This design comes from an exercise in tuning for small area, a short achievable clock period and few clock cycles per item on the open sky130 flow, not from production work.
In this exercise RTL edits were held to simulation tests only and were not proved equivalent to the original.
Power is estimated from default activity; no workload was simulated.

**design.v**
```verilog
package ptds_pkg;
  localparam int FREQ_W   = 32;
  localparam int CLOCK_W  = 32;
  localparam int VALUE_W  = 16;
  localparam int STATUS_W = 2;
  localparam logic [CLOCK_W-1:0]  CLOCK_RESET  = 32'd80000000;
  localparam logic [STATUS_W-1:0] STATUS_OK          = 2'd0;
  localparam logic [STATUS_W-1:0] STATUS_ZERO_FREQ   = 2'd1;
  localparam logic [STATUS_W-1:0] STATUS_ABOVE_CLOCK = 2'd2;
endpackage
module ptds_div #(
  parameter int W = 33
) (
  input  logic [W-1:0] a,
  input  logic [W-1:0] b,
  input  logic         cin,
  output logic [W-2:0] diff,
  output logic         fits
);
  localparam int N = W + 1;
  localparam int L = $clog2(N);
  logic [N-1:0] g [0:L];
  logic [N-1:0] p [0:L];
  logic [W-1:0] hp;
  always_comb begin
    hp      = a ^ ~b;
    g[0][0] = cin;
    p[0][0] = 1'b0;
    for (int i = 0; i < W; i++) begin
      g[0][i+1] = a[i] & ~b[i];
      p[0][i+1] = hp[i];
    end
    for (int l = 1; l <= L; l++) begin
      for (int i = 0; i < N; i++) begin
        if (i >= (1 << (l - 1))) begin
          g[l][i] = g[l-1][i] | (p[l-1][i] & g[l-1][i - (1 << (l - 1))]);
          p[l][i] = p[l-1][i] & p[l-1][i - (1 << (l - 1))];
        end else begin
          g[l][i] = g[l-1][i];
          p[l][i] = p[l-1][i];
        end
      end
    end
    for (int i = 0; i < W - 1; i++) begin
      diff[i] = hp[i] ^ g[L][i];
    end
    fits = g[L][W];
  end
endmodule
module pwm_timer_divisor_search (
  input  logic                           clk,
  input  logic                           rst,
  input  logic                           in_valid,
  output logic                           in_stall,
  input  logic [ptds_pkg::FREQ_W-1:0]    target_frequency,
  output logic                           out_valid,
  input  logic                           out_stall,
  output logic [ptds_pkg::VALUE_W-1:0]   prescaler_value,
  output logic [ptds_pkg::VALUE_W-1:0]   period_value,
  output logic [ptds_pkg::STATUS_W-1:0]  status_code,
  input  logic                           cfg_valid,
  output logic                           cfg_ready,
  input  logic [ptds_pkg::CLOCK_W-1:0]   cfg_data
);
  localparam int SKIP_A = 8;
  localparam int SKIP_B = 2;
  logic [31:0] timer_clock;
  logic [31:0] dvs;
  logic [31:0] rem;
  logic [31:0] quo;
  logic [5:0]  cnt;
  logic        busy;
  logic        second;
  logic        first;
  logic [1:0]  status;
  assign in_stall        = busy;
  assign cfg_ready       = 1'b1;
  assign prescaler_value = quo[31:16];
  assign period_value    = quo[15:0];
  assign status_code     = status;
  always_ff @(posedge clk) begin
    if (rst) begin
      timer_clock <= ptds_pkg::CLOCK_RESET;
    end else if (cfg_valid) begin
      timer_clock <= cfg_data;
    end
  end
  logic [31:0] q_src;
  logic [32:0] trial;
  logic        fits_first;
  logic        qbit;
  logic        rbit;
  logic [31:0] diff;
  logic        fits;
  logic [31:0] dmask;
  logic        skip_a;
  logic        skip_b;
  logic [5:0]  cnt_next;
  logic        cnt_end;
  logic        step;
  logic        last;
  always_comb begin
    q_src = first ? timer_clock : quo;
    trial = {rem, quo[31]};
    fits_first = timer_clock[31] && (dvs == 32'd1);
    dmask = dvs;
    for (int sh = 1; sh < 32; sh = sh * 2) begin
      dmask = dmask | (dmask >> sh);
    end
    skip_a = dmask[SKIP_A] && ((rem & ~(dmask >> (SKIP_A + 1))) == 32'd0)
             && (cnt <= 6'(32 - SKIP_A));
    skip_b = (SKIP_B != 0) && dmask[SKIP_B]
             && ((rem & ~(dmask >> (SKIP_B + 1))) == 32'd0)
             && (cnt <= 6'(32 - SKIP_B));
    cnt_next = skip_a ? cnt + 6'(SKIP_A) : skip_b ? cnt + 6'(SKIP_B) : cnt + 6'd1;
    cnt_end  = skip_a ? (cnt == 6'(32 - SKIP_A)) :
               skip_b ? (cnt == 6'(32 - SKIP_B)) : (cnt == 6'd31);
  end
  ptds_div #(.W(33)) u_sub (
    .a    (trial),
    .b    ({1'b0, dvs}),
    .cin  (1'b1),
    .diff (diff),
    .fits (fits)
  );
  always_comb begin
    if (first) begin
      qbit = fits_first;
      rbit = timer_clock[31] && !fits_first;
    end else begin
      qbit = fits ^ second;
      rbit = fits ? diff[0] : trial[0];
    end
  end
  assign step = busy && !cnt[5] && !(first && out_valid);
  assign last = busy && cnt[5];
  logic [15:0] qa;
  logic [15:0] qb;
  logic [15:0] mg [0:4];
  logic [15:0] mp [0:4];
  logic        c_lt;
  logic [16:0] u17;
  logic [15:0] a_z;
  logic [15:0] a_o;
  logic [15:0] psc;
  logic [16:0] psc1;
  logic        psc_zero;
  logic [1:0]  st_next;
  always_comb begin
    qa = quo[31:16];
    qb = quo[15:0];
    mg[0] = qa & ~qb;
    mp[0] = ~(qa ^ qb);
    for (int l = 1; l <= 4; l++) begin
      for (int i = 0; i < 16; i++) begin
        if (i >= (1 << (l - 1))) begin
          mg[l][i] = mg[l-1][i] | (mp[l-1][i] & mg[l-1][i - (1 << (l - 1))]);
          mp[l][i] = mp[l-1][i] & mp[l-1][i - (1 << (l - 1))];
        end else begin
          mg[l][i] = mg[l-1][i];
          mp[l][i] = mp[l-1][i];
        end
      end
    end
    c_lt = mg[4][15];
    u17[0] = mp[0][0] ^ ~c_lt;
    for (int i = 1; i < 16; i++) begin
      u17[i] = mp[0][i] ^ (mg[4][i-1] | (mp[4][i-1] & ~c_lt));
    end
    u17[16] = mp[4][15];
    a_z[0] = 1'b1;
    a_o[0] = 1'b1;
    for (int i = 1; i < 16; i++) begin
      a_z[i] = a_z[i-1] & ~qa[i-1];
      a_o[i] = a_o[i-1] & qa[i-1];
    end
    for (int i = 0; i < 16; i++) begin
      psc[i]  = qa[i] ^ (c_lt & a_z[i]);
      psc1[i] = qa[i] ^ (~c_lt & a_o[i]);
    end
    psc1[16] = ~c_lt & (&qa);
    psc_zero = (qa == 16'd0) || (qa == 16'd1 && qb == 16'd0);
    if (dvs == 32'd0)      st_next = ptds_pkg::STATUS_ZERO_FREQ;
    else if (quo == 32'd0) st_next = ptds_pkg::STATUS_ABOVE_CLOCK;
    else                   st_next = ptds_pkg::STATUS_OK;
  end
  always_ff @(posedge clk) begin
    if (rst) begin
      busy      <= 1'b0;
      out_valid <= 1'b0;
    end else begin
      if (out_valid && !out_stall) out_valid <= 1'b0;
      if (!busy) begin
        if (in_valid) busy <= 1'b1;
      end else if (step) begin
        if (second && cnt_end) begin
          busy      <= 1'b0;
          out_valid <= 1'b1;
        end
      end else if (last) begin
        if (st_next != ptds_pkg::STATUS_OK || psc_zero) begin
          busy      <= 1'b0;
          out_valid <= 1'b1;
        end
      end
    end
  end
  always_ff @(posedge clk) begin
    if (!busy) begin
      dvs    <= target_frequency;
      rem    <= 32'd0;
      first  <= 1'b1;
      second <= 1'b0;
      cnt    <= 6'd0;
    end else if (step) begin
      first <= 1'b0;
      if (skip_a) begin
        rem <= {rem[31-SKIP_A:0], q_src[31:32-SKIP_A]};
        quo <= {q_src[31-SKIP_A:0], {SKIP_A{second}}};
      end else if (skip_b) begin
        rem <= {rem[31-SKIP_B:0], q_src[31:32-SKIP_B]};
        quo <= {q_src[31-SKIP_B:0], {SKIP_B{second}}};
      end else begin
        rem <= {fits ? diff[31:1] : trial[31:1], rbit};
        quo <= {q_src[30:0], qbit};
      end
      cnt <= cnt_next;
    end else if (last) begin
      status <= st_next;
      second <= 1'b1;
      dvs    <= {15'd0, psc1};
      rem    <= {31'd0, u17[16]};
      cnt    <= 6'd16;
      if (st_next != ptds_pkg::STATUS_OK) begin
        quo <= 32'd0;
      end else if (psc_zero) begin
        quo <= {16'd0, ~u17[15:0]};
      end else begin
        quo <= {u17[15:0], psc};
      end
    end
  end
endmodule
```
**run.sh**
```bash
#!/bin/bash
# synth_recipe.tcl (not shown) runs the flow's synth.tcl, then flattens the netlist and writes it again
# the make line also repeats each setting of config.mk as NAME=value (left out here)
make -C /OpenROAD-flow-scripts/flow DESIGN_CONFIG=/design/flow/config.mk WORK_HOME=/design/flow/orfs CLKGATE_MAP_FILE= SYNTH_SCRIPT=/design/flow/synth_recipe.tcl finish
```
**config.mk**
```make
export PLATFORM = sky130hd
export DESIGN_NAME = pwm_timer_divisor_search
export DESIGN_NICKNAME = pwm_timer_divisor_search
export VERILOG_FILES = /design/flow/design.v
export SDC_FILE = /design/flow/constraint.sdc
export NUM_CORES = 4
export LEC_CHECK = 0
export CAP_MARGIN = 20
export CORE_MARGIN = 2
export CORE_UTILIZATION = 40
export SETUP_SLACK_MARGIN = 2.5
export SLEW_MARGIN = 20
export TNS_END_PERCENT = 0
```
**constraint.sdc**
```tcl
create_clock -name core_clock -period 5.0 [get_ports {clk}]
set_input_delay 1.0000 -clock core_clock [delete_from_list [all_inputs] [get_ports {clk}]]
set_output_delay 1.0000 -clock core_clock [all_outputs]
set_load 0.01 [all_outputs]
```
==> impl_results.md, run 1 <==
* Status: complete, no violations
* Slew Limit Headroom at 0.357
* Post-route ant nets at 0
* Most used routing layer: met1
* Post-synth EDFFs at 66
* Grt met3 use at 0.0583
* Met1 Track Usage GR at 0.406
* DIE AREA at 29800 sq um
* DRT Pass-1 Iters at 6
* Area of the core at 27900 sq um
* Die height at 173 um
* Row count at 61
* Simple-gate share of the synthesized area at 0.184
* Setup violations, final at 0
* Largest net degree at the start of global routing at 67
* Post-Synth Adder-Cell Area at 0.0622
* GR Util met2 at 0.404
* Syn. warnings at 6
* Ys async rst share at 0
* CP max-delay cell: edfxtp_1
* Die width at 173 um
* Worst Path Required at 5.18 ns
* Yosys cell types at 91
* First-pass GRT wire length at 64900 um
* Design Area, Final at 14500 sq um
* Fmax at 0.321 GHz
* NetSw at 2.21 mW
* Hold crit path type: register to register
* Clock Skew at 0.0184 ns
* Slew Limit Fails at 0
* Worst vdd ir at 0.000214 V
* Vias at 11600
* Vias per std cell at 6.12
* Grt ovf at 0
* Most frequent cell after synthesis: a21oi_1
* Int Pwr at 3.19 mW
* Ys flop type: dfxtp_1
* Antenna violations before repair at 1
* Fin. Hold Viols at 0
* Port bufs at 104
* Iteration-0 DRC Markers at 1550
* Crit-path cells: buf_4, nor4_4, nand3_2, or2_1, a211o_2, nand2b_4, nor3_1, a211oi_1, o21ai_1
* Final period demand of the worst path at 3.12 ns
* Top cells by area, synth: edfxtp_1 (17%), dfxtp_1 (13%), ha_1 (6.0%), mux2i_1 (5.4%), a21oi_1 (5.3%)
* Register-to-Register Path Depth at 9
* Synth Net Count at 1493
* # DRC at 0
* Area grow syn2layout at 27.7%
* Total placed cells including tap cells at 1793
* Period utilisation layout at 0.623
* I/O pins at 106
* Sequential share of power at 0.286
* Final Util at 0.521
* Clock power share at 0.248
* Register area share after synthesis at 0.304
* Initial Util at 0.408
* Avg Cell Area, Syn at 8.33 sq um
* Pwr Density at 372 nW/um^2
* Level count of the clock H-tree at 4
* Final net count at 1628
* Leakage at 5.63 nW
* Hold depth at 2
* Crit-path max cell delay at 0.49 ns
* Largest family of logic cells by synthesized area: compound AO/OA/AOI/OAI gates
* Clk Latency, worst-skew pair at 0.44 ns
* Critical Path Fanout Max at 20
* Total track usage at 0.276
* Final setup TNS at 0 ns
* Crit. End Element: register
* Worst-path clk slew at 0.08 ns
* Sink Count at 140
* Placement Cell Area at 12800 sq um
* WL per Instance at 22.5 um
* Worst Setup Start Kind: register
* Layout fillers at 2667
* # hold bufs at CTS at 0
* CTS buffer count at 17
* WS Path Type: register to register
* Number of synthesized register bits at 140
* Switching Share at 0.409
* Post-synthesis compound-gate area fraction at 0.250
* Comb pwr share at 0.466
* RSZ-0062 raised after global routing: true
* Layout cells sized above 1 at 0.173
* Vias in the first global route at 10800
* Maxcap violations at 0
* Clock Tree Buf Depth at 2
* Hpwl dp at 29700 um
* Mapped cell area at 11400 sq um
* Crit path DAT at 3.30 ns
* Synth area leader: edfxtp_1
* Post-synthesis mux area share at 0.0921
* Gate count after technology mapping at 1368
* Worst-margin pin slew at 0.964 ns
* Post-route insts no fill at 1895
* Post-Route WL at 42700 um
* Yosys top cell area share at 0.174
* GPL Wtd Cong at 0.970
* Post-Synth XOR/XNOR Area at 0.0477
* Total power at 5.41 mW
* Top post-synthesis cells by count: a21oi_1 (121), nand2_1 (116), nor2_1 (103)
* Root buf cell: clkbuf_16
* TritonCTS clock tree: done
==> per-stage QoR <==
stage | hold slack (ns) | setup WS (ns)
after floorplan | 0.454 | 2.12
after global placement | 0.478 | 0.864
after detailed placement | 0.494 | 0.947
after CTS | 0.515 | 1.94
after global routing | 0.538 | 1.81
final | 0.507 | 1.88
==> registers in the layout, summed over array words and instances (netlist names) <==
signal / count
status: 2
out_valid: 1
quo: 32
dvs: 32
busy: 1
second: 1
cnt: 6
first: 1
rem: 32
timer_clock: 32
==> power by group through the flow <==
stage | combinational (mW) | clock (mW) | sequential [mW]
3_5_place_dp | 2.04 | 0 | 1.60
2_1_floorplan | 1.42 | 0 | 1.52
5_1_grt | 2.68 | 1.39 | 1.56
4_1_cts | 2.35 | 1.35 | 1.54
3_3_place_gp | 2.06 | 0 | 1.60
6_report | 2.52 | 1.34 | 1.55
==> layout by cell type (no fill, tap or decap), types with 16 or more instances in the layout <==
| master | netlist | layout |
|---|---|---|
| a21oi_1 | 121 | 116 |
| nand2_1 | 116 | 115 |
| clkdlybuf4s50_1 | 0 | 103 |
| nor2_1 | 103 | 101 |
| buf_4 | 5 | 83 |
| inv_1 | 83 | 79 |
| o21ai_0 | 73 | 68 |
| dfxtp_1 | 74 | 68 |
| edfxtp_1 | 66 | 66 |
| mux2i_1 | 62 | 62 |
| xnor2_1 | 44 | 43 |
| nand3_1 | 43 | 40 |
| nor2b_1 | 40 | 40 |
| ha_1 | 55 | 34 |
| nor3_1 | 28 | 25 |
| a31oi_1 | 23 | 21 |
| a21o_1 | 19 | 18 |
| clkbuf_16 | 0 | 18 |
| xor2_1 | 18 | 17 |
| o211ai_1 | 17 | 17 |
| ha_4 | 0 | 17 |
| o221ai_1 | 16 | 16 |
| a221oi_1 | 17 | 16 |
==> critical path, delay by kind of cell, from the launching register on <==
kind | cells | cell delay (ns)
and+or+nand+nor | 5 | 1.31
AOI/OAI and AO/OA | 3 | 0.84
DFF | 1 | 0.49
buffers and inverters | 1 | 0.21
==> repair_timing <==
action / CTS / global route
buffers inserted: 54 / 13
cloned: 1 / 1
endpoints found under the setup margin: 142 / 130
pin swaps: 23 / 10
resized for setup: 71 / 35
==> layout make-up <==
class	count	area [sq um]	share of cell area
Multi-Input combinational cell	1061	7850	0.540
Sequential cell	140	3470	0.239
Timing Repair Buffer	197	1820	0.125
Tap cell	378	473	0.0325
Clock buffer	17	425	0.0293
Inverter	86	324	0.0223
Clock inverter	15	173	0.0119
Antenna cell	1	2.50	0.000172
==> final timing paths <==
kind                          startpoint                           to  slack, ns
max                    quo[21]$_DFFE_PP_            quo[15]$_DFFE_PP_       1.88
min          timer_clock[7]$_SDFFE_PP0P_  timer_clock[7]$_SDFFE_PP0P_       0.51
max reg2reg            quo[21]$_DFFE_PP_            quo[15]$_DFFE_PP_       1.88
min reg2reg  timer_clock[7]$_SDFFE_PP0P_  timer_clock[7]$_SDFFE_PP0P_       0.51
==> cell families (layout without fill, tap and decap cells) <==
family          after synthesis  in the layout
flops                       140            140
fa+ha+maj                    56             56
mux                          87             87
xor+xnor                     62             62
other cells                   1              2
simple gates                430            431
buf+inv                     168            315
compound gates              424            424
==> routing by layer <==
layer | up-vias | wire length (um)
met1 | 5526 | 19200
met5 | - | 0
met3 | 116 | 4240
met2 | 628 | 17800
li1 | 5335 | -
met4 | 0 | 1410
Testbench counts, summed over its fixed seeds: cycles 22,261, items 1,024.
==> inputs of run 2 (changes only) <==
--- a/config.mk
+++ b/config.mk
@@ -9,3 +9,3 @@
 export CORE_MARGIN = 2
-export CORE_UTILIZATION = 40
+export CORE_UTILIZATION = 60
 export SETUP_SLACK_MARGIN = 2.5
==> impl_results.md, run 2 <==
* Die height at 142 um (-18%)
* Port bufs at 104 (unchanged)
* Syn. warnings at 6 (unchanged)
* Die width at 142 um (-18%)
* Gate count after technology mapping at 1368 (unchanged)
* Row count at 50 (-18%)
* Final period demand of the worst path at 3.21 ns (+0.0957 ns)
* Hpwl dp at 28100 um (-5.3%)
* Maxcap violations at 0 (unchanged)
* RR Startpoint: quo[16]$_DFFE_PP_
* Setup violations, final at 0 (unchanged)
* Hold Slack at 0.519 ns (+0.0126 ns)
* Post-Route WL at 42100 um (-1.3%)
* Vias at 12300 (+5.8%)
* Largest net degree at the start of global routing at 92 (+37%)
* Area grow syn2layout at 26.4%
* DRT Pass-1 Iters at 8 (+2)
* Hold crit path type: register to register
* Synth area leader: edfxtp_1
* Mapped cell area at 11400 sq um (unchanged)
* Crit path DAT at 3.48 ns (+0.18 ns)
* Top post-synthesis cells by count: a21oi_1 (121), nand2_1 (116), nor2_1 (103)
* TritonCTS clock tree: done
* HP Start: timer_clock[9]$_SDFFE_PP0P_
* Clock Skew at 0.0145 ns (-0.00395 ns)
* Crit. End Element: register
* Post-route ant nets at 0 (unchanged)
* Worst-margin pin slew at 0.925 ns (-0.0389 ns)
* Slew Limit Headroom at 0.383 (+0.0259)
* Critical Path Fanout Max at 7 (-65%)
* Fin. Hold Viols at 0 (unchanged)
* Register-to-Register Path Depth at 9 (unchanged)
* Reg2reg setup slack at 1.79 ns (-0.10 ns)
* Crit-path cells: ha_1, nand4_1, a2111oi_2, nand2b_1, a31o_2, o211ai_4, nand2_1, o32a_1, o211ai_1
* Buf/Inv on CP at 0 (-1)
* Clock Tree Buf Depth at 2 (unchanged)
* # DRC at 0 (unchanged)
* Final net count at 1649 (+1.3%)
* Number of synthesized register bits at 140 (unchanged)
* # hold bufs at CTS at 0 (unchanged)
* CTS buffer count at 17 (unchanged)
* Root buf cell: clkbuf_16
* DIE AREA at 20100 sq um (-33%)
* Sink Count at 140 (unchanged)
* Register area share after synthesis at 0.304 (unchanged)
* Ys flop type: dfxtp_1
* Area of the core at 18600 sq um (-33%)
* Hold depth at 2 (unchanged)
* Vias per std cell at 6.93 (+13%)
* Yosys top cell area share at 0.174 (unchanged)
* Commonest non-fill, non-tap cells in the layout: a21oi_1 (114), nand2_1 (113), clkdlybuf4s50_1 (103)
* R2r endpoint: quo[31]$_DFFE_PP_
* CP max-delay cell: edfxtp_1
* Synth Net Count at 1493 (unchanged)
* Ys async rst share at 0 (unchanged)
* Fmax at 0.311 GHz (-3.0%)
* Crit-path max cell delay at 0.56 ns (+0.07 ns)
* Iteration-0 DRC Markers at 1998 (+29%)
* Yosys cell types at 91 (unchanged)
* Top cells by area, synth: edfxtp_1 (17%), dfxtp_1 (13%), ha_1 (6.0%), mux2i_1 (5.4%), a21oi_1 (5.3%)
* Grt ovf at 0 (unchanged)
* Worst vdd ir at 0.000282 V (+32%)
* Final setup TNS at 0 ns (unchanged)
* Layout cells sized above 1 at 0.185 (+0.0126)
* GPL Wtd Cong at 0.979 (+0.96%)
* Total track usage at 0.398 (+0.122)
* Most frequent cell after synthesis: a21oi_1
* Worst Path Required at 5.26 ns (+0.08 ns)
* Antenna violations before repair at 0 (-1)
* Avg Cell Area, Syn at 8.33 sq um (unchanged)
* Diode count at 0 (-1)
* WS Path Type: register to register
* Worst-path clk slew at 0.08 ns (about the same)
* CP top delay family: compound AO/OA/AOI/OAI gates
* Clk Latency, worst-skew pair at 0.44 ns (about the same)
* Initial Util at 0.611 (+0.203)
* Level count of the clock H-tree at 4 (unchanged)
* Pwr Density at 379 nW/um^2 (+2.1%)
* RSZ-0062 raised after global routing: true
* Post-synth EDFFs at 66 (unchanged)
* Most common cell after layout, fill and taps aside: a21oi_1
* Vias in the first global route at 10900 (+1.0%)
* I/O pins at 106 (unchanged)
* First-pass GRT wire length at 61300 um (-5.5%)
* Leakage at 5.73 nW (+1.7%)
* Slew Limit Fails at 0 (unchanged)
* Min-Delay Endpoint: timer_clock[9]$_SDFFE_PP0P_
* Status: complete, no violations
* Period utilisation layout at 0.642 (+0.0191)
* WL per Instance at 23.8 um (+5.6%)
* Worst Setup Start Kind: register
==> run 2: cell types whose count changed in the layout (fill, tap and decap cells not counted), moves of 4 or more <==
cell   change
inv_6      +5
buf_4     +19
inv_8      -5
ha_2       +5
ha_4       -9
ha_1       +4
==> run 2: report_power, final <==
| part | switching (mW) | internal (mW) |
|---|---|---|
| combinational | 1.48 | 1.11 |
| clock | 0.609 | 0.713 |
| sequential | 0.178 | 1.37 |
==> run 2: metal layers <==
metal	GRT usage	wire, um
met1	0.568	16500
met2	0.569	17500
met3	0.128	6290
met4	0.129	1730
met5	0.0201	49
==> run 2: metrics by stage <==
| stage | setup WS (ns) | power, mW | instance area, sq um | std cells | util |
|---|---|---|---|---|---|
| after global routing | 1.66 | 5.63 | 14400 | 1771 | 0.772 |
| after detailed placement | 1.16 | 3.61 | 12500 | 1640 | 0.673 |
| after global placement | 1.15 | 3.59 | 12500 | 1640 | 0.673 |
| after floorplan | 2.12 | 2.94 | 11400 | 1368 | - |
| after CTS | 1.84 | 5.11 | 13700 | 1717 | 0.736 |
| final | 1.79 | 5.46 | 14400 | 1771 | 0.772 |
==> run 2: cells by family after synthesis <==
group,Yosys count,synth area share
fa+ha+maj,56,0.0622
buf+inv,168,0.0594
other cells,1,0.000329
simple gates,430,0.184
mux,87,0.0921
xor+xnor,62,0.0477
compound gates,424,0.250
flops,140,0.304
==> run 2: how the worst max path moves through the flow <==
stage / from / endpoint / slack [ns] / cells past startpoint
5_1_grt: quo[12]$_DFFE_PP_ / quo[31]$_DFFE_PP_ / 1.66 / 11
3_3_place_gp: rem[4]$_SDFFE_PN0N_ / rem[31]$_SDFFE_PN0N_ / 1.15 / 10
4_1_cts: quo[31]$_DFFE_PP_ / rem[30]$_SDFFE_PN0N_ / 1.84 / 11
2_1_floorplan: quo[31]$_DFFE_PP_ / quo[16]$_DFFE_PP_ / 2.12 / 10
3_5_place_dp: rem[4]$_SDFFE_PN0N_ / rem[31]$_SDFFE_PN0N_ / 1.16 / 10
6_report: quo[16]$_DFFE_PP_ / quo[31]$_DFFE_PP_ / 1.79 / 9
==> run 2: timing repair <==
item	in CTS	in global routing
cloned	2	2
pin swaps	13	24
setup buffers	43	52
setup endpoints to repair	141	144
resized for setup	46	59
==> run 2: area by class of cell <==
type                            instances  area [sq um]
Multi-Input combinational cell       1063          7760
Fill cell                            1356          4240
Sequential cell                       140          3470
Timing Repair Buffer                  216          1950
Clock buffer                           17           425
Inverter                               86           327
Tap cell                              234           293
Clock inverter                         15           169
==> run 2: worst reg2reg max path, cell delays in order (launching register included) <==
cell       delay [ns]
edfxtp_1         0.56
ha_1             0.40
nand4_1          0.18
a2111oi_2        0.38
nand2b_1         0.17
a31o_2           0.34
o211ai_4         0.29
nand2_1          0.13
o32a_1           0.35
o211ai_1         0.23
==> inputs of run 3 (changes only) <==
--- a/config.mk
+++ b/config.mk
@@ -9,4 +9,4 @@
 export CORE_MARGIN = 2
-export CORE_UTILIZATION = 60
-export SETUP_SLACK_MARGIN = 2.5
+export CORE_UTILIZATION = 40
+export SETUP_SLACK_MARGIN = 3.0
 export SLEW_MARGIN = 20
==> impl_results.md, run 3 <==
* Hold crit path type: register to register
* Vias per std cell at 6.12 (-12%)
* Clock Tree Buf Depth at 2 (unchanged)
* Port bufs at 104 (unchanged)
* Worst Path Required at 5.18 ns (-0.08 ns)
* Fin. Hold Viols at 0 (unchanged)
* Post-synthesis mux area share at 0.0921 (unchanged)
* Crit. End Element: register
* Post-synth EDFFs at 66 (unchanged)
* # DRC at 0 (unchanged)
* Leakage at 5.63 nW (-1.7%)
* Root buf cell: clkbuf_16
* Level count of the clock H-tree at 4 (unchanged)
* Fmax at 0.321 GHz (+3.1%)
* Largest net degree at the start of global routing at 67 (-27%)
* Top post-synthesis cells by count: a21oi_1 (121), nand2_1 (116), nor2_1 (103)
* Sink Count at 140 (unchanged)
* Slew Limit Fails at 0 (unchanged)
* Row count at 61 (+22%)
* Final Util at 0.521 (-0.252)
* First-pass GRT wire length at 64900 um (+5.8%)
* CTS buffer count at 17 (unchanged)
* Synth area leader: edfxtp_1
* Gate count after technology mapping at 1368 (unchanged)
* Final net count at 1628 (-1.3%)
* Crit path DAT at 3.30 ns (-0.18 ns)
* Antenna violations before repair at 1 (+1)
* Setup violations, final at 0 (unchanged)
* RSZ-0062 raised after global routing: true
* Pwr Density at 372 nW/um^2 (-2.0%)
* Worst vdd ir at 0.000214 V (-24%)
* Simple-gate share of the synthesized area at 0.184 (unchanged)
* WL per Instance at 22.5 um (-5.3%)
* Period utilisation layout at 0.623 (-0.0191)
* Clock Skew at 0.0184 ns (+0.00395 ns)
* # hold bufs at CTS at 0 (unchanged)
* Register area share after synthesis at 0.304 (unchanged)
* Post-route ant nets at 0 (unchanged)
* Yosys cell types at 91 (unchanged)
* Initial Util at 0.408 (-0.203)
* Final period demand of the worst path at 3.12 ns (-0.0957 ns)
* Status: complete, no violations
* Avg Cell Area, Syn at 8.33 sq um (unchanged)
* Vias at 11600 (-5.5%)
* Yosys top cell area share at 0.174 (unchanged)
* Worst Setup Start Kind: register
* Most common cell after layout, fill and taps aside: a21oi_1
* Synth Net Count at 1493 (unchanged)
* Ys async rst share at 0 (unchanged)
* Design Area, Final at 14500 sq um (+0.99%)
* Commonest non-fill, non-tap cells in the layout: a21oi_1 (116), nand2_1 (115), clkdlybuf4s50_1 (103)
* Number of synthesized register bits at 140 (unchanged)
* GR Util met2 at 0.404 (-0.165)
* Total track usage at 0.276 (-0.122)
* Iteration-0 DRC Markers at 1550 (-22%)
* Ys flop type: dfxtp_1
* Area of the core at 27900 sq um (+50%)
* Worst-margin pin slew at 0.964 ns (+0.0389 ns)
* I/O pins at 106 (unchanged)
* TritonCTS clock tree: done
* Most frequent cell after synthesis: a21oi_1
* Grt ovf at 0 (unchanged)
* GPL Wtd Cong at 0.970 (-0.95%)
* Placement Cell Area at 12800 sq um (+2.0%)
* Hold Slack at 0.507 ns (-0.0126 ns)
* Die width at 173 um (+22%)
* Post-Route WL at 42700 um (+1.3%)
* Met1 Track Usage GR at 0.406 (-0.161)
* Worst setup margin at 1.88 ns (+0.0957 ns)
* Clk Latency, worst-skew pair at 0.44 ns (about the same)
* Maxcap violations at 0 (unchanged)
* DP Worst Slack at 0.947 ns (-0.217 ns)
* Post-Synth Adder-Cell Area at 0.0622 (unchanged)
* DIE AREA at 29800 sq um (+48%)
* Final setup TNS at 0 ns (unchanged)
* Die height at 173 um (+22%)
* Post-Synth XOR/XNOR Area at 0.0477 (unchanged)
* Syn. warnings at 6 (unchanged)
* Largest family of logic cells by synthesized area: compound AO/OA/AOI/OAI gates
* Area grow syn2layout at 27.7%
* Post-synthesis compound-gate area fraction at 0.250 (unchanged)
* Top cells by area, synth: edfxtp_1 (17%), dfxtp_1 (13%), ha_1 (6.0%), mux2i_1 (5.4%), a21oi_1 (5.3%)
* WS Path Type: register to register
* Hpwl dp at 29700 um (+5.6%)
* DRT Pass-1 Iters at 6 (-2)
* Critical Path Fanout Max at 20 (+13)
* Grt met3 use at 0.0583 (-0.0696)
* Most used routing layer: met1
* Mapped cell area at 11400 sq um (unchanged)
* Worst-path clk slew at 0.08 ns (about the same)
* Slew Limit Headroom at 0.357 (-0.0259)
* Layout cells sized above 1 at 0.173 (-0.0126)
* Vias in the first global route at 10800 (-1.0%)
run 3: area by class of cell:
class / count / area [sq um]
tap: 378 / 473
antenna: 1 / 2.50
sequential: 140 / 3470
inverter: 86 / 324
clock buffer: 17 / 425
timing repair buffer: 197 / 1820
multi-input combinational: 1061 / 7850
fill: 2667 / 13400
clock inverter: 15 / 173
run 3: power breakdown:
group	internal, mW	switching (mW)
Sequential	1.37	0.172
Clock	0.717	0.626
Combinational	1.10	1.42
run 3: layer usage:
| layer | wire, um | vias up | part of all wire |
|---|---|---|---|
| met2 | 17800 | 628 | 0.42 |
| met4 | 1410 | 0 | 0.033 |
| met1 | 19200 | 5526 | 0.45 |
| met5 | 0 | - | 0 |
| met3 | 4240 | 116 | 0.099 |
| li1 | - | 5335 | - |
run 3: logic make-up after synthesis:
logic type	Yosys count
adders and majority gates	56
and+or+nand+nor	430
xor gates and xnor gates	62
buffers and inverters	168
muxes	87
AOI/OAI and AO/OA	424
DFF	140
other	1
run 3: per-stage QoR:
step,power (mW),cells
finish,5.41,1895
global route,5.62,1894
CTS,5.23,1880
detailed placement,3.64,1793
global placement,3.66,1793
floorplan,2.94,1368
run 3: worst paths after layout:
check,from,endpoint,slack [ns],cells past startpoint
worst max-delay path,quo[21]$_DFFE_PP_,quo[15]$_DFFE_PP_,1.88,9
worst min-delay path,timer_clock[7]$_SDFFE_PP0P_,timer_clock[7]$_SDFFE_PP0P_,0.51,2
worst max register to register,quo[21]$_DFFE_PP_,quo[15]$_DFFE_PP_,1.88,9
worst min register to register,timer_clock[7]$_SDFFE_PP0P_,timer_clock[7]$_SDFFE_PP0P_,0.51,2
run 3: worst max-delay path, cell delays in order, from the launching register on:
cell and delay (ns):
edfxtp_1 0.49, buf_4 0.21, nor4_4 0.41, nand3_2 0.21, or2_1 0.30, a211o_2 0.49
nand2b_4 0.28, nor3_1 0.11, a211oi_1 0.23, o21ai_1 0.12
run 3: repair_timing:
item / in CTS / in global routing
buffers inserted: 54 / 13
pin swaps: 23 / 10
resized for setup: 71 / 35
cloned: 1 / 1
endpoints found under the setup margin: 166 / 158
==> inputs of run 4 (changes only) <==
--- a/design.v
+++ b/design.v
@@ -73,3 +73,3 @@
   logic        second;
-  logic        first;
+  logic        q_nz;
   logic [1:0]  status;
@@ -87,7 +87,4 @@
   end
-  logic [31:0] q_src;
   logic [32:0] trial;
-  logic        fits_first;
-  logic        qbit;
-  logic        rbit;
+  logic        load_c;
   logic [31:0] diff;
@@ -102,5 +99,3 @@
   always_comb begin
-    q_src = first ? timer_clock : quo;
     trial = {rem, quo[31]};
-    fits_first = timer_clock[31] && (dvs == 32'd1);
     dmask = dvs;
@@ -125,12 +120,4 @@
   );
-  always_comb begin
-    if (first) begin
-      qbit = fits_first;
-      rbit = timer_clock[31] && !fits_first;
-    end else begin
-      qbit = fits ^ second;
-      rbit = fits ? diff[0] : trial[0];
-    end
-  end
-  assign step = busy && !cnt[5] && !(first && out_valid);
+  assign step = busy && !cnt[5] && !out_valid;
+  assign load_c = (!busy || out_valid) && !(out_valid && out_stall);
   assign last = busy && cnt[5];
@@ -183,3 +170,3 @@
     if (dvs == 32'd0)      st_next = ptds_pkg::STATUS_ZERO_FREQ;
-    else if (quo == 32'd0) st_next = ptds_pkg::STATUS_ABOVE_CLOCK;
+    else if (!q_nz)        st_next = ptds_pkg::STATUS_ABOVE_CLOCK;
     else                   st_next = ptds_pkg::STATUS_OK;
@@ -211,16 +198,17 @@
       rem    <= 32'd0;
-      first  <= 1'b1;
       second <= 1'b0;
+      q_nz   <= 1'b0;
       cnt    <= 6'd0;
+      if (load_c) quo <= timer_clock;
     end else if (step) begin
-      first <= 1'b0;
       if (skip_a) begin
-        rem <= {rem[31-SKIP_A:0], q_src[31:32-SKIP_A]};
-        quo <= {q_src[31-SKIP_A:0], {SKIP_A{second}}};
+        rem <= {rem[31-SKIP_A:0], quo[31:32-SKIP_A]};
+        quo <= {quo[31-SKIP_A:0], {SKIP_A{second}}};
       end else if (skip_b) begin
-        rem <= {rem[31-SKIP_B:0], q_src[31:32-SKIP_B]};
-        quo <= {q_src[31-SKIP_B:0], {SKIP_B{second}}};
+        rem <= {rem[31-SKIP_B:0], quo[31:32-SKIP_B]};
+        quo <= {quo[31-SKIP_B:0], {SKIP_B{second}}};
       end else begin
-        rem <= {fits ? diff[31:1] : trial[31:1], rbit};
-        quo <= {q_src[30:0], qbit};
+        rem <= fits ? diff : trial[31:0];
+        quo <= {quo[30:0], fits ^ second};
+        q_nz <= q_nz | fits;
       end
@@ -240,2 +228,4 @@
       end
+    end else if (load_c) begin
+      quo <= timer_clock;
     end
--- a/config.mk
+++ b/config.mk
@@ -10,3 +10,3 @@
 export CORE_UTILIZATION = 40
-export SETUP_SLACK_MARGIN = 3.0
+export SETUP_SLACK_MARGIN = 2.5
 export SLEW_MARGIN = 20
==> impl_results.md, run 4 <==
* Status: complete, no violations
* Yosys cell types at 78 (-14%)
* Top post-synthesis cells by count: nor2_1 (131), a21oi_1 (115), dfxtp_1 (106)
* Total power at 5.26 mW (-2.7%)
* Layout cells sized above 1 at 0.175 (+0.00175)
* NetSw at 2.28 mW (+3.0%)
* Placement Cell Area at 12800 sq um (-0.24%)
* WS Path Type: register to register
* Antenna violations before repair at 0 (-1)
* Final Util at 0.528 (+0.00740)
* CTS buffer count at 17 (unchanged)
* Top cells by area, synth: dfxtp_1 (19%), edfxtp_1 (9.0%), mux2i_1 (6.1%), ha_1 (6.1%), a21oi_1 (5.1%)
* # hold bufs at CTS at 0 (unchanged)
* Clock Skew at 0.0178 ns (-0.000607 ns)
* Die width at 173 um (-0.13%)
* Worst-path clk slew at 0.07 ns (about the same)
* Total track usage at 0.298 (+0.0226)
* # DRC at 0 (unchanged)
* Leakage at 5.59 nW (-0.71%)
* Number of synthesized register bits at 140 (unchanged)
* Avg Cell Area, Syn at 7.92 sq um (-4.9%)
* Hpwl dp at 32100 um (+8.1%)
* Worst Setup Start Kind: register
* Worst-margin pin slew at 0.998 ns (+0.0336 ns)
* RSZ-0062 raised after global routing: true
* Setup violations, final at 0 (unchanged)
* Vias per std cell at 6.37 (+4.0%)
* Post-route ant nets at 0 (unchanged)
* I/O pins at 106 (unchanged)
* Sink Count at 140 (unchanged)
* Post-route insts no fill at 1959 (+3.4%)
* Root buf cell: clkbuf_16
* First-pass GRT wire length at 69500 um (+7.2%)
* Slew Limit Fails at 0 (unchanged)
* Synth area leader: dfxtp_1
* Sequential share of power at 0.294 (+0.008)
* Most common cell after layout, fill and taps aside: nor2_1
* DIE AREA at 29800 sq um (-0.25%)
* Die height at 173 um (-0.13%)
* Area of the core at 27900 sq um (-0.27%)
* Worst Path Required at 5.30 ns (+0.12 ns)
* Hold crit path type: register to register
* Fin. Hold Viols at 0 (unchanged)
* Comb pwr share at 0.465 (about the same)
* Critical Path Fanout Max at 7 (-65%)
* Crit path DAT at 3.42 ns (+0.12 ns)
* Final net count at 1693 (+4.0%)
* Vias in the first global route at 11600 (+7.3%)
* Iteration-0 DRC Markers at 1470 (-5.2%)
* Initial Util at 0.408 (about the same)
* TritonCTS clock tree: done
* Final period demand of the worst path at 3.13 ns (+0.00990 ns)
* Int Pwr at 2.98 mW (-6.7%)
* Total placed cells including tap cells at 1857 (+3.6%)
* Grt ovf at 0 (unchanged)
* Vias at 12500 (+7.5%)
* DRT Pass-1 Iters at 6 (unchanged)
* Design Area, Final at 14700 sq um (+1.1%)
* Diode count at 0 (-1)
* Row count at 61 (unchanged)
* Register area share after synthesis at 0.277 (-0.0274)
* GPL Wtd Cong at 1.00 (+3.2%)
* Switching Share at 0.433 (+0.0240)
* Yosys top cell area share at 0.187 (+0.0128)
* Clk Latency, worst-skew pair at 0.44 ns (about the same)
* Gate count after technology mapping at 1434 (+4.8%)
* Maxcap violations at 0 (unchanged)
* Final setup TNS at 0 ns (unchanged)
* Layout fillers at 2615 (-1.9%)
* Post-synth EDFFs at 34 (-48%)
* Synth Net Count at 1559 (+4.4%)
* Largest net degree at the start of global routing at 92 (+37%)
* Level count of the clock H-tree at 4 (unchanged)
* Port bufs at 104 (unchanged)
* Worst vdd ir at 0.000209 V (-2.0%)
* Syn. warnings at 6 (unchanged)
* WL per Instance at 23.8 um (+5.5%)
* Ys flop type: dfxtp_1
* Fmax at 0.320 GHz (-0.32%)
* Area grow syn2layout at 29.5%
* Post-Route WL at 46500 um (+9.1%)
* Crit. End Element: register
* Mapped cell area at 11400 sq um (-0.26%)
* Ys async rst share at 0 (unchanged)
* Period utilisation layout at 0.625 (+0.00198)
* Clock power share at 0.241 (-0.007)
* Commonest non-fill, non-tap cells in the layout: nor2_1 (128), a21oi_1 (111), clkdlybuf4s50_1 (103)
* Clock Tree Buf Depth at 2 (unchanged)
* Slew Limit Headroom at 0.335 (-0.0224)
* Pwr Density at 357 nW/um^2 (-3.8%)
* Most frequent cell after synthesis: nor2_1
-- run 4: cell count changes after synthesis, moves of 9 or more --
cell,before,now
a221oi_1,17,46
clkbuf_1,56,65
dfxtp_1,74,106
edfxtp_1,66,34
mux4_2,13,0
nand2_1,116,95
nand3_1,43,34
nor2_1,103,131
o21ai_0,73,88
o22ai_1,9,21
or4_1,1,10
-- run 4: cell type report --
cell class              instances  area [sq um]  area share
inverters                      83           312      0.0212
clock buffers                  17           425      0.0289
flip-flops and latches        140          3210       0.218
clock inverters                15           141     0.00961
repair buffers                204          1980       0.135
multi-input cells            1122          8160       0.555
well taps                     378           473      0.0322
-- run 4: cells by family (layout without fill, tap and decap cells) --
family / Yosys count / count (layout) / synth area share
multiplexers: 75 / 75 / 0.0667
adder cells (fa/ha/maj): 56 / 56 / 0.0623
AO/OA/AOI/OAI: 492 / 492 / 0.295
AND/OR/NAND/NOR: 442 / 445 / 0.194
XOR/XNOR: 53 / 53 / 0.0409
other: 1 / 1 / 0.000330
buffers and inverters: 175 / 319 / 0.0644
flip-flops: 140 / 140 / 0.277
-- run 4: metrics by stage --
stage	worst slack [ns]	hold WS, ns
after detailed placement	1.23	0.485
after global routing	1.76	0.532
after floorplan	2.09	0.460
final	1.87	0.503
after global placement	1.20	0.473
after CTS	1.93	0.504
-- run 4: layer usage --
| metal | GRT usage | wire (um) |
|---|---|---|
| met5 | 0 | 0 |
| met4 | 0.178 | 3080 |
| met3 | 0.0511 | 4110 |
| met2 | 0.464 | 20300 |
| met1 | 0.388 | 19000 |
-- run 4: power by group through the flow --
stage               registers, mW  logic [mW]  clock network, mW
detailed placement           1.54        2.03                  0
CTS                          1.53        2.25               1.28
global route                 1.55        2.60               1.32
global placement             1.55        2.03                  0
floorplan                    1.46        1.35                  0
finish                       1.55        2.45               1.27
-- run 4: critical path, cell delays in order, from the launching register on --
cell and delay, ns:
edfxtp_1 0.39, or4_1 0.54, or4_4 0.51, buf_6 0.16, nor3_4 0.11, o31a_1 0.22, or3_4 0.25, buf_12 0.14
mux2_2 0.33, a221oi_2 0.23, a22oi_1 0.10
-- run 4: timing repair --
action                     4_1_cts  5_1_grt
pin swaps                       21       21
gates cloned                     4        4
setup endpoints to repair      118      108
buffers inserted                35       27
gates resized for setup        114       79
-- run 4: path summary, 6_finish.rpt --
check | depth (start not counted) | slack [ns] | endpoint | from
hold / removal | 2 | 0.50 | timer_clock[24]$_SDFFE_PP0P_ | timer_clock[24]$_SDFFE_PP0P_
hold reg to reg | 2 | 0.50 | timer_clock[24]$_SDFFE_PP0P_ | timer_clock[24]$_SDFFE_PP0P_
setup / recovery | 10 | 1.87 | quo[18]$_DFF_P_ | dvs[23]$_SDFFCE_PP0P_
setup reg to reg | 10 | 1.87 | quo[18]$_DFF_P_ | dvs[23]$_SDFFCE_PP0P_
Testbench counts of run 4, summed over its fixed seeds: cycles 22,261, items 1,024.
==> inputs of run 5 (changes only) <==
--- a/design.v
+++ b/design.v
@@ -67,2 +67,4 @@
   logic [31:0] timer_clock;
+  logic [4:0]  clk_lz;
+  logic        clk_norm;
   logic [31:0] dvs;
@@ -80,7 +82,20 @@
   assign status_code     = status;
+  localparam logic [31:0] CLOCK_RESET_N  = ptds_pkg::CLOCK_RESET << 5;
+  localparam logic [4:0]  CLOCK_RESET_LZ = 5'd5;
   always_ff @(posedge clk) begin
     if (rst) begin
-      timer_clock <= ptds_pkg::CLOCK_RESET;
+      timer_clock <= CLOCK_RESET_N;
+      clk_lz      <= CLOCK_RESET_LZ;
+      clk_norm    <= 1'b0;
     end else if (cfg_valid) begin
       timer_clock <= cfg_data;
+      clk_lz      <= 5'd0;
+      clk_norm    <= 1'b1;
+    end else if (clk_norm) begin
+      if (timer_clock[31] || clk_lz == 5'd31) begin
+        clk_norm <= 1'b0;
+      end else begin
+        timer_clock <= {timer_clock[30:0], 1'b0};
+        clk_lz      <= clk_lz + 5'd1;
+      end
     end
@@ -173,2 +188,7 @@
   end
+  logic done;
+  always_comb begin
+    done = (step && second && cnt_end)
+        || (last && (st_next != ptds_pkg::STATUS_OK || psc_zero));
+  end
   always_ff @(posedge clk) begin
@@ -181,12 +201,5 @@
         if (in_valid) busy <= 1'b1;
-      end else if (step) begin
-        if (second && cnt_end) begin
-          busy      <= 1'b0;
-          out_valid <= 1'b1;
-        end
-      end else if (last) begin
-        if (st_next != ptds_pkg::STATUS_OK || psc_zero) begin
-          busy      <= 1'b0;
-          out_valid <= 1'b1;
-        end
+      end else if (done) begin
+        busy      <= 1'b0;
+        out_valid <= 1'b1;
       end
@@ -200,3 +213,3 @@
       q_nz   <= 1'b0;
-      cnt    <= 6'd0;
+      cnt    <= {1'b0, clk_lz};
       if (load_c) quo <= timer_clock;
@@ -230,2 +243,3 @@
       quo <= timer_clock;
+      cnt <= {1'b0, clk_lz};
     end
--- a/config.mk
+++ b/config.mk
@@ -7,2 +7,3 @@
 export LEC_CHECK = 0
+export ABC_AREA = 1
 export CAP_MARGIN = 20
==> impl_results.md, run 5 <==
* WS Path Type: register to register
* Register area share after synthesis at 0.249 (-0.0281)
* Met1 Track Usage GR at 0.423 (+0.0346)
* Clk Latency, worst-skew pair at 0.46 ns (+0.02 ns)
* Final period demand of the worst path at 2.70 ns (-0.430 ns)
* Vias in the first global route at 16100 (+39%)
* CTS buffer count at 17 (unchanged)
* DIE AREA at 34800 sq um (+17%)
* Grt ovf at 0 (unchanged)
* Design Area, Final at 17700 sq um (+21%)
* Area grow syn2layout at 33.0%
* Worst setup margin at 2.30 ns (+0.430 ns)
* Hold crit path type: register to register
* Total track usage at 0.354 (+0.0551)
* # hold bufs at CTS at 0 (unchanged)
* Final Util at 0.542 (+0.0142)
* First-pass GRT wire length at 95100 um (+37%)
* Largest net degree at the start of global routing at 54 (-41%)
* Total placed cells including tap cells at 2702 (+46%)
* Diode count at 0 (unchanged)
* NetSw at 5.99 mW (+160%)
* Gate count after technology mapping at 2228 (+55%)
* Fin. Hold Viols at 0 (unchanged)
* Layout cells sized above 1 at 0.188 (+0.0130)
* Ys flop type: dfxtp_1
* Level count of the clock H-tree at 4 (unchanged)
* Top cells by area, synth: nand2_1 (18%), dfxtp_1 (16%), edfxtp_1 (8.8%), nand3_1 (8.8%), inv_1 (7.2%)
* Antenna violations before repair at 0 (unchanged)
* Post-Route WL at 63500 um (+36%)
* Iteration-0 DRC Markers at 1887 (+28%)
* Clock power share at 0.120 (-0.121)
* Commonest non-fill, non-tap cells in the layout: nand2_1 (618), nand3_1 (223), inv_1 (221)
* Int Pwr at 5.19 mW (+74%)
* Sequential share of power at 0.185 (-0.109)
* Placement Cell Area at 14700 sq um (+15%)
* Clock Tree Buf Depth at 2 (unchanged)
* Clock Skew at 0.0195 ns (+0.00166 ns)
* Die height at 187 um (+8.1%)
* Status: complete, no violations
* WL per Instance at 22.2 um (-6.5%)
* Hold Slack at 0.510 ns (+0.00675 ns)
* Initial Util at 0.408 (about the same)
* Worst-path clk slew at 0.07 ns (about the same)
* Critical Path Fanout Max at 10 (+3)
* Worst vdd ir at 0.000415 V (+98%)
* Leakage at 7.64 nW (+37%)
* Total power at 11.2 mW (+110%)
* I/O pins at 106 (unchanged)
* DRT Pass-1 Iters at 6 (unchanged)
* Slew Limit Fails at 0 (unchanged)
* Top post-synthesis cells by count: nand2_1 (645), inv_1 (256), nand3_1 (234)
* Setup violations, final at 0 (unchanged)
* Root buf cell: clkbuf_16
* GR Util met2 at 0.592 (+0.128)
* TritonCTS clock tree: done
* Vias per std cell at 5.86 (-7.9%)
* Mapped cell area at 13300 sq um (+17%)
* Sink Count at 146 (+4.3%)
* Post-route insts no fill at 2857 (+46%)
* Worst-margin pin slew at 0.742 ns (-0.256 ns)
* Post-route ant nets at 0 (unchanged)
* Period utilisation layout at 0.539 (-0.0860)
* RSZ-0062 raised after global routing: true
* Avg Cell Area, Syn at 5.98 sq um (-24%)
* Final net count at 2529 (+49%)
* Area of the core at 32700 sq um (+17%)
* Yosys top cell area share at 0.182 (-0.00515)
* Synth Net Count at 2355 (+51%)
* Number of synthesized register bits at 146 (+4.3%)
* Fmax at 0.371 GHz (+16%)
* Syn. warnings at 6 (unchanged)
* Hpwl dp at 43900 um (+37%)
* Yosys cell types at 53 (-32%)
* Ys async rst share at 0 (unchanged)
* Grt met3 use at 0.0564 (+0.00536)
* Crit. End Element: register
* Most common cell after layout, fill and taps aside: nand2_1
* Crit path DAT at 2.89 ns (-0.53 ns)
* Final setup TNS at 0 ns (unchanged)
* Most used routing layer: met2
* Worst Path Required at 5.19 ns (-0.11 ns)
* Port bufs at 104 (unchanged)
* Post-synth EDFFs at 39 (+15%)
* DP Worst Slack at 1.35 ns (+0.120 ns)
* Vias at 16700 (+34%)
* Comb pwr share at 0.695 (+0.230)
* Switching Share at 0.536 (+0.103)
* Pwr Density at 630 nW/um^2 (+76%)
* GPL Wtd Cong at 0.958 (-4.3%)
* Row count at 66 (+8.2%)
* Worst Setup Start Kind: register
* # DRC at 0 (unchanged)
* Die width at 187 um (+8.1%)
* Most frequent cell after synthesis: nand2_1
* Synth area leader: nand2_1
* Maxcap violations at 0 (unchanged)
* Slew Limit Headroom at 0.505 (+0.170)
## run 5: cell families after synthesis
logic type | after synthesis | synth area share
and+or+nand+nor | 1214 | 0.394
adders and majority gates | 58 | 0.0550
other | 1 | 0.000281
xor gates and xnor gates | 26 | 0.0171
AOI/OAI and AO/OA | 426 | 0.175
buffers and inverters | 355 | 0.109
DFF | 146 | 0.249
muxes | 2 | 0.00150
## run 5: routing by layer
metal | up-vias | wire length (um)
met5 | - | 0
met3 | 257 | 4980
li1 | 7777 | -
met2 | 939 | 29500
met4 | 0 | 4530
met1 | 7772 | 24500
## run 5: cell type report
type	count	area [sq um]
Sequential cell	146	3410
Timing Repair Buffer	230	2240
Clock buffer	20	489
Clock inverter	12	110
Inverter	268	1080
Fill cell	3306	15000
Tap cell	442	553
Multi-Input combinational cell	1737	9840
Timing Repair inverter	2	12.5
## run 5: worst max-delay path, cell delays in order (launching register included)
cell        delay, ns
dfxtp_4          0.37
clkinvlp_4       0.15
ha_4             0.20
a21o_1           0.21
a21boi_2         0.16
inv_1            0.05
nand2_1          0.06
nand2_2          0.08
nand2_4          0.11
nand2_8          0.10
inv_12           0.08
buf_4            0.18
nand3_1          0.09
nand2_1          0.07
o21ai_0          0.11
o21ai_0          0.41
## run 5: worst paths after layout
path,startpoint,end,slack (ns),cells past startpoint
setup / recovery,quo[0]$_DFF_P_,dvs[2]$_DFFE_PP_,2.30,15
hold / removal,timer_clock[0]$_SDFFE_PP0P_,timer_clock[0]$_SDFFE_PP0P_,0.51,2
setup reg to reg,quo[0]$_DFF_P_,dvs[2]$_DFFE_PP_,2.30,15
hold reg to reg,timer_clock[0]$_SDFFE_PP0P_,timer_clock[0]$_SDFFE_PP0P_,0.51,2
## run 5: timing repair
action	in CTS	in global routing
cloned	14	2
gates resized for setup	280	61
pin swaps	59	33
endpoints found under the setup margin	143	138
buffers inserted	89	18
## run 5: power by group through the flow
stage | combinational (mW) | sequential, mW | clock, mW
CTS | 7.26 | 2.02 | 1.34
finish | 7.76 | 2.07 | 1.34
global route | 8.27 | 2.08 | 1.40
floorplan | 4.06 | 1.82 | 0
detailed placement | 7.91 | 2.19 | 0
global placement | 7.90 | 2.20 | 0
Testbench counts of run 5, summed over its fixed seeds: cycles 20,350, items 1,024.
==> inputs of run 6 (changes only) <==
--- a/config.mk
+++ b/config.mk
@@ -7,3 +7,2 @@
 export LEC_CHECK = 0
-export ABC_AREA = 1
 export CAP_MARGIN = 20
==> impl_results.md, run 6 <==
* Vias in the first global route at 11700 (-27%)
* Sink Count at 146 (unchanged)
* Top cells by area, synth: dfxtp_1 (18%), edfxtp_1 (10%), ha_1 (6.1%), a21oi_1 (6.0%), mux2i_1 (6.0%)
* Commonest non-fill, non-tap cells in the layout: nor2_1 (168), a21oi_1 (136), nand2_1 (123)
* DRT Pass-1 Iters at 7 (+1)
* Register area at 3390 sq um (-0.51%)
* Hold depth at 2 (unchanged)
* Design Area, Final at 14700 sq um (-17%)
* Period utilisation layout at 0.623 (+0.0838)
* Setup violations, final at 0 (unchanged)
* Post-Synth XOR/XNOR Area at 0.0524 (+0.0353)
* Pwr Density at 632 nW/um^2 (+0.30%)
* Initial Util at 0.406 (-0.00116)
* Final net count at 1716 (-32%)
* Mapped cell area at 11700 sq um (-12%)
* Top post-synthesis cells by count: nor2_1 (173), a21oi_1 (140), nand2_1 (126)
* Ys flop type: dfxtp_1
* Worst-path clk slew at 0.08 ns (about the same)
* Placement Cell Area at 13200 sq um (-11%)
* Post-route ant nets at 0 (unchanged)
* Die height at 175 um (-6.2%)
* Worst Path Required at 5.32 ns (+0.13 ns)
* R2r endpoint: quo[16]$_DFF_P_
* Level count of the clock H-tree at 4 (unchanged)
* Leakage at 5.53 nW (-28%)
* DIE AREA at 30600 sq um (-12%)
* Yosys cell types at 84 (+58%)
* Gate count after technology mapping at 1487 (-33%)
* Fmax at 0.321 GHz (-13%)
* Post-Synth Adder-Cell Area at 0.0627 (+0.00767)
* Crit-path max cell delay at 0.54 ns (+0.13 ns)
* WL per Instance at 22.1 um (-0.69%)
* # DRC at 0 (unchanged)
* Post-synthesis compound-gate area fraction at 0.264 (+0.0891)
* Vias at 12300 (-27%)
* Number of synthesized register bits at 146 (unchanged)
* Largest family of logic cells by synthesized area: compound AO/OA/AOI/OAI gates
* Fin. Hold Viols at 0 (unchanged)
* Post-synthesis mux area share at 0.0743 (+0.0728)
* Clk Latency, worst-skew pair at 0.45 ns (about the same)
* Diode count at 0 (unchanged)
* Most frequent cell after synthesis: nor2_1
* Worst-margin pin slew at 0.943 ns (+0.201 ns)
* HP Start: q_nz$_SDFFE_PN0P_
* Avg Cell Area, Syn at 7.87 sq um (+31%)
* Die width at 175 um (-6.2%)
* Worst Setup Start Kind: register
* Final period demand of the worst path at 3.12 ns (+0.419 ns)
* Clock Tree Buf Depth at 2 (unchanged)
* Critical Path Fanout Max at 8 (-2)
* Area of the core at 28800 sq um (-12%)
* Most common cell after layout, fill and taps aside: nor2_1
* RSZ-0062 raised after global routing: true
* Vias per std cell at 6.19 (+5.6%)
* Area grow syn2layout at 25.5%
* Grt ovf at 0 (unchanged)
* Worst vdd ir at 0.000365 V (-12%)
* TritonCTS clock tree: done
* Post-Route WL at 43800 um (-31%)
* First-pass GRT wire length at 67900 um (-29%)
* RR Startpoint: quo[1]$_DFF_P_
* Root buf cell: clkbuf_16
* WS Path Type: register to register
* Crit. End Element: register
* Layout fillers at 2774 (-16%)
* Crit-path cells: inv_4, ha_4, a21o_1, a31o_2, a221o_1, a21oi_4, buf_12, nand2_4, fa_2, o22ai_1, a21oi_1, o21ai_0
* CP max-delay cell: fa_2
* Ys async rst share at 0 (unchanged)
* Maxcap violations at 0 (unchanged)
* Register-to-Register Path Depth at 12 (-3)
* Synth Net Count at 1614 (-31%)
* Layout cells sized above 1 at 0.168 (-0.0197)
* Simple-gate share of the synthesized area at 0.202 (-0.192)
* CTS buffer count at 17 (unchanged)
* Slew Limit Headroom at 0.371 (-0.134)
* Total track usage at 0.283 (-0.0706)
* Yosys top cell area share at 0.183 (+0.00148)
* Status: complete, no violations
* Crit path DAT at 3.43 ns (+0.54 ns)
* Row count at 62 (-6.1%)
* Slew Limit Fails at 0 (unchanged)
* Hpwl dp at 30700 um (-30%)
* Antenna violations before repair at 0 (unchanged)
* Post-synth EDFFs at 39 (unchanged)
* Largest net degree at the start of global routing at 64 (+19%)
* I/O pins at 106 (unchanged)
* Final setup TNS at 0 ns (unchanged)
* Min-Delay Endpoint: q_nz$_SDFFE_PN0P_
* Port bufs at 104 (unchanged)
* Reg2reg setup slack at 1.88 ns (-0.42 ns)
* Iteration-0 DRC Markers at 1474 (-22%)
* Register area share after synthesis at 0.283 (+0.0347)
* GPL Wtd Cong at 0.974 (+1.7%)
* Area taken by multi-input logic gates at 8180 sq um (-17%)
* Synth area leader: dfxtp_1
* Clock Skew at 0.0206 ns (+0.00111 ns)
* Hold crit path type: register to register
* Syn. warnings at 6 (unchanged)
run 6: cell types whose count changed in the layout (fill, tap and decap cells not counted), sizes merged, moves of 17 or more:
cell	change
a211oi	+27
nand3	-219
nand2	-529
buf	-50
xnor2	+32
nand4	-24
o21ai	-123
o211ai	-17
nor2b	+27
nor2	-55
inv	-181
mux2i	+68
run 6: worst max-delay path, delay by kind of cell, from the launching register on:
kind | cells | cell delay [ns]
compound gates | 7 | 1.53
buf+inv | 2 | 0.22
flops | 1 | 0.39
simple gates | 1 | 0.06
fa+ha+maj | 2 | 0.77
run 6: stage by stage:
stage | power [mW] | cells | hold slack [ns] | utilization | setup WS (ns)
global placement | 6.97 | 1906 | 0.459 | 0.457 | 1.10
finish | 9.28 | 1986 | 0.489 | 0.510 | 1.88
floorplan | 5.50 | 1487 | 0.440 | - | 2.24
detailed placement | 6.99 | 1906 | 0.463 | 0.457 | 1.09
global route | 9.81 | 1986 | 0.537 | 0.510 | 1.79
CTS | 9.01 | 1977 | 0.480 | 0.504 | 2.01
run 6: report_power, final:
| group | internal, mW | leakage, nW | switching, mW | total [mW] |
|---|---|---|---|---|
| sequential | 1.52 | 1.29 | 0.549 | 2.07 |
| clock | 0.678 | 0.292 | 0.648 | 1.33 |
| combinational | 2.52 | 3.95 | 3.36 | 5.88 |
run 6: cell families (layout without fill, tap and decap cells):
group | after synthesis | after routing
AND/OR/NAND/NOR | 493 | 493
AO/OA/AOI/OAI | 459 | 459
buffers and inverters | 175 | 290
flip-flops | 146 | 146
multiplexers | 85 | 85
XOR/XNOR | 70 | 70
adder cells (fa/ha/maj) | 58 | 58
other | 1 | 1
run 6: timing repair:
action,4_1_cts,5_1_grt
hold buffers,0,0
gates resized for setup,110,24
endpoints found under the hold margin,0,0
cloned,2,0
endpoints found under the setup margin,143,143
buffers inserted,37,9
pin swaps,21,10
run 6: cell type report:
class | instances | share of cell area
flip-flops and latches | 146 | 0.231
clock inverters | 15 | 0.0126
inverters | 79 | 0.0207
well taps | 384 | 0.0327
multi-input cells | 1166 | 0.557
repair buffers | 179 | 0.117
clock buffers | 17 | 0.0290
run 6: how the worst max path moves through the flow:
stage	depth (start not counted)	end	slack (ns)	from
finish	12	quo[16]$_DFF_P_	1.88	quo[1]$_DFF_P_
global route	13	rem[30]$_SDFFE_PN0P_	1.79	dvs[25]$_SDFFCE_PP0P_
CTS	14	rem[1]$_SDFFE_PN0P_	2.01	dvs[1]$_DFFE_PP_
detailed placement	11	rem[30]$_SDFFE_PN0P_	1.09	quo[31]$_DFF_P_
global placement	12	rem[12]$_SDFFE_PN0P_	1.10	quo[31]$_DFF_P_
floorplan	14	quo[1]$_DFF_P_	2.24	quo[3]$_DFF_P_
run 6: per-layer routing:
layer  global-route usage  wire (um)  share of wire
met5                    0          0              0
met2                0.458      20300           0.46
met3               0.0396       3270          0.075
met1                0.365      18000           0.41
met4                0.151       2280          0.052
==> inputs of run 7 (changes only) <==
--- a/design.v
+++ b/design.v
@@ -106,3 +106,2 @@
   logic        fits;
-  logic [31:0] dmask;
   logic        skip_a;
@@ -115,11 +114,4 @@
     trial = {rem, quo[31]};
-    dmask = dvs;
-    for (int sh = 1; sh < 32; sh = sh * 2) begin
-      dmask = dmask | (dmask >> sh);
-    end
-    skip_a = dmask[SKIP_A] && ((rem & ~(dmask >> (SKIP_A + 1))) == 32'd0)
-             && (cnt <= 6'(32 - SKIP_A));
-    skip_b = (SKIP_B != 0) && dmask[SKIP_B]
-             && ((rem & ~(dmask >> (SKIP_B + 1))) == 32'd0)
-             && (cnt <= 6'(32 - SKIP_B));
+    skip_a = !ge_a && (cnt <= 6'(32 - SKIP_A));
+    skip_b = !ge_b && (cnt <= 6'(32 - SKIP_B));
     cnt_next = skip_a ? cnt + 6'(SKIP_A) : skip_b ? cnt + 6'(SKIP_B) : cnt + 6'd1;
@@ -128,2 +120,20 @@
   end
+  logic        ge_a;
+  logic        ge_b;
+  logic [31:0] unused_a;
+  logic [31:0] unused_b;
+  ptds_div #(.W(33)) u_cmp_a (
+    .a    ({1'b0, rem}),
+    .b    ({1'b0, dvs >> SKIP_A}),
+    .cin  (1'b1),
+    .diff (unused_a),
+    .fits (ge_a)
+  );
+  ptds_div #(.W(33)) u_cmp_b (
+    .a    ({1'b0, rem}),
+    .b    ({1'b0, dvs >> SKIP_B}),
+    .cin  (1'b1),
+    .diff (unused_b),
+    .fits (ge_b)
+  );
   ptds_div #(.W(33)) u_sub (
==> impl_results.md, run 7 <==
* Design Area, Final at 15600 sq um (+6.6%)
* Post-synthesis mux area share at 0.0566 (-0.0178)
* Setup crit end: dvs[12]$_DFFE_PP_
* Area of the core at 29700 sq um (+3.3%)
* Slew Limit Headroom at 0.410 (+0.0385)
* Register area share after synthesis at 0.273 (-0.00994)
* Mapped cell area at 12100 sq um (+3.6%)
* Ys async rst share at 0 (unchanged)
* Setup violations, final at 0 (unchanged)
* Total placed cells including tap cells at 1976 (+3.7%)
* DRT Pass-1 Iters at 8 (+1)
* R2r endpoint: dvs[12]$_DFFE_PP_
* Commonest non-fill, non-tap cells in the layout: nor2_1 (166), a21oi_1 (141), nand2_1 (139)
* Final Util at 0.527 (+0.0166)
* Placement Cell Area at 13600 sq um (+3.7%)
* GPL Wtd Cong at 1.00 (+3.1%)
* RR Startpoint: quo[5]$_DFF_P_
* CTS buffer count at 17 (unchanged)
* Yosys cell types at 80 (-4.8%)
* Layout cells sized above 1 at 0.197 (+0.0288)
* Post-route insts no fill at 2078 (+4.6%)
* Total track usage at 0.296 (+0.0127)
* Simple-gate share of the synthesized area at 0.193 (-0.00883)
* Vias in the first global route at 12100 (+3.2%)
* NetSw at 4.60 mW (+1.1%)
* I/O pins at 106 (unchanged)
* Switching Share at 0.492 (+0.00104)
* Initial Util at 0.408 (+0.00150)
* Sequential share of power at 0.208 (-0.015)
* Worst vdd ir at 0.000553 V (+52%)
* Post-synthesis compound-gate area fraction at 0.261 (-0.00318)
* Level count of the clock H-tree at 4 (unchanged)
* Status: complete, no violations
* Synth Net Count at 1718 (+6.4%)
* Fmax at 0.331 GHz (+3.1%)
* Die height at 178 um (+1.8%)
* Post-Synth Adder-Cell Area at 0.114 (+0.0515)
* Slew Limit Fails at 0 (unchanged)
* Pwr Density at 598 nW/um^2 (-5.4%)
* Die width at 178 um (+1.8%)
* Diode count at 0 (unchanged)
* Largest family of logic cells by synthesized area: compound AO/OA/AOI/OAI gates
* Total power at 9.36 mW (+0.86%)
* # DRC at 0 (unchanged)
* Vias at 12900 (+4.8%)
* Antenna violations before repair at 0 (unchanged)
* Most frequent cell after synthesis: nor2_1
* Row count at 63 (+1.6%)
* Hpwl dp at 33900 um (+11%)
* Worst Setup Start Kind: register
* Syn. warnings at 6 (unchanged)
* Clock power share at 0.143 (about the same)
* Iteration-0 DRC Markers at 1438 (-2.4%)
* Period utilisation layout at 0.604 (-0.0189)
* Final net count at 1854 (+8.0%)
* Maxcap violations at 0 (unchanged)
* RSZ-0062 raised after global routing: true
* Post-Synth XOR/XNOR Area at 0.0477 (-0.00473)
* Clk Latency, worst-skew pair at 0.45 ns (about the same)
* Crit path DAT at 3.18 ns (-0.25 ns)
* Top cells by area, synth: dfxtp_1 (18%), ha_1 (11%), edfxtp_1 (9.7%), a21oi_1 (6.3%), nor2_1 (5.4%)
* TritonCTS clock tree: done
* Post-route ant nets at 0 (unchanged)
* Comb pwr share at 0.649 (+0.015)
* Final period demand of the worst path at 3.02 ns (-0.0944 ns)
* Top post-synthesis cells by count: nor2_1 (174), a21oi_1 (153), nand2_1 (149)
* WL per Instance at 22.9 um (+3.8%)
* Register-to-Register Path Depth at 14 (+2)
* Ys flop type: dfxtp_1
* WS Path Type: register to register
* Yosys top cell area share at 0.177 (-0.00643)
## run 7: cells by family after synthesis
logic type / after synthesis
AND/OR/NAND/NOR: 506
adder cells (fa/ha/maj): 110
flip-flops: 146
other: 1
buffers and inverters: 164
XOR/XNOR: 66
AO/OA/AOI/OAI: 479
multiplexers: 67
## run 7: per-stage QoR
| step | hold slack (ns) | setup slack, ns |
|---|---|---|
| 2_1_floorplan | 0.457 | 2.28 |
| 3_3_place_gp | 0.527 | 1.29 |
| 3_5_place_dp | 0.524 | 1.20 |
| 4_1_cts | 0.544 | 1.99 |
| 5_1_grt | 0.554 | 1.89 |
| 6_report | 0.552 | 1.98 |
## run 7: how the worst min path moves through the flow
stage	startpoint	end	depth (start not counted)
2_1_floorplan	q_nz$_SDFFE_PN0P_	q_nz$_SDFFE_PN0P_	1
3_3_place_gp	clk_norm$_SDFF_PP0_	timer_clock[31]$_SDFFE_PP1P_	2
3_5_place_dp	q_nz$_SDFFE_PN0P_	q_nz$_SDFFE_PN0P_	1
4_1_cts	q_nz$_SDFFE_PN0P_	q_nz$_SDFFE_PN0P_	1
5_1_grt	rem[21]$_SDFFE_PN0P_	rem[21]$_SDFFE_PN0P_	2
6_report	q_nz$_SDFFE_PN0P_	q_nz$_SDFFE_PN0P_	1
## run 7: layout make-up
cell class	count	area [sq um]
sequential	146	3390
inverter	74	288
tap	390	488
clock inverter	13	138
clock buffer	19	464
fill	2753	14100
timing repair buffer	207	1920
multi-input combinational	1229	8960
## run 7: power groups by stage
stage	sequential [mW]	combinational (mW)	clock, mW
5_1_grt	1.95	6.46	1.40
4_1_cts	1.89	5.46	1.34
3_5_place_dp	1.92	4.81	0
3_3_place_gp	1.92	4.77	0
2_1_floorplan	1.79	3.30	0
6_report	1.95	6.08	1.34
## run 7: critical path, cell delays in order (launching register included)
cell and delay [ns]:
dfxtp_2 0.46, inv_1 0.13, ha_4 0.34, nand4_1 0.12
o211ai_1 0.32, a21oi_4 0.11, buf_12 0.15, o2111ai_4 0.33
nor2_4 0.07, nand4_1 0.17, nor2_4 0.04, buf_4 0.15
nand2_1 0.07, xor2_1 0.16, a21oi_1 0.11
## run 7: timing repair
item	4_1_cts	5_1_grt
gates cloned	2	0
pin swaps	28	28
setup buffers	43	25
endpoints found under the setup margin	148	144
resized for setup	92	104
## run 7: metal layers
layer | vias up | wire length, um | global-route usage
li1 | 5952 | - | -
met2 | 658 | 21900 | 0.478
met3 | 186 | 3440 | 0.0458
met5 | - | 0 | 0
met1 | 6083 | 19000 | 0.370
met4 | 0 | 3240 | 0.182
Testbench counts of run 7, summed over its fixed seeds: cycles 19,501, items 1,024.

## what the ideal ports hide
Ports are ideal in the flow. The routed layouts listed here were re-timed in OpenROAD. Step 1 assumes that a clkbuf_16 drives the clock port and a buf_2 every other input. Step 2 times the ports against the registers' clock, not the clock port: input delays grow and output delays shrink by t, the midpoint of the rising clock arrivals with the driver on. a / b / c = no drivers / after step 1 / after step 2; a / b = the first two.
| run | shift t [ns] | setup slack, ns |
|---|---|---|
| run 1 | 0.480 | 1.884 / 1.884 / 1.884 |
| run 2 | 0.480 | 1.788 / 1.788 / 1.788 |
| run 3 | 0.480 | 1.884 / 1.884 / 1.884 |
| run 4 | 0.483 | 1.874 / 1.874 / 1.513 |
| run 5 | 0.498 | 2.304 / 2.304 / 2.010 |
| run 6 | 0.491 | 1.885 / 1.885 / 1.486 |
| run 7 | 0.487 | 1.979 / 1.979 / 1.561 |
After both steps every run listed still meets setup and hold.
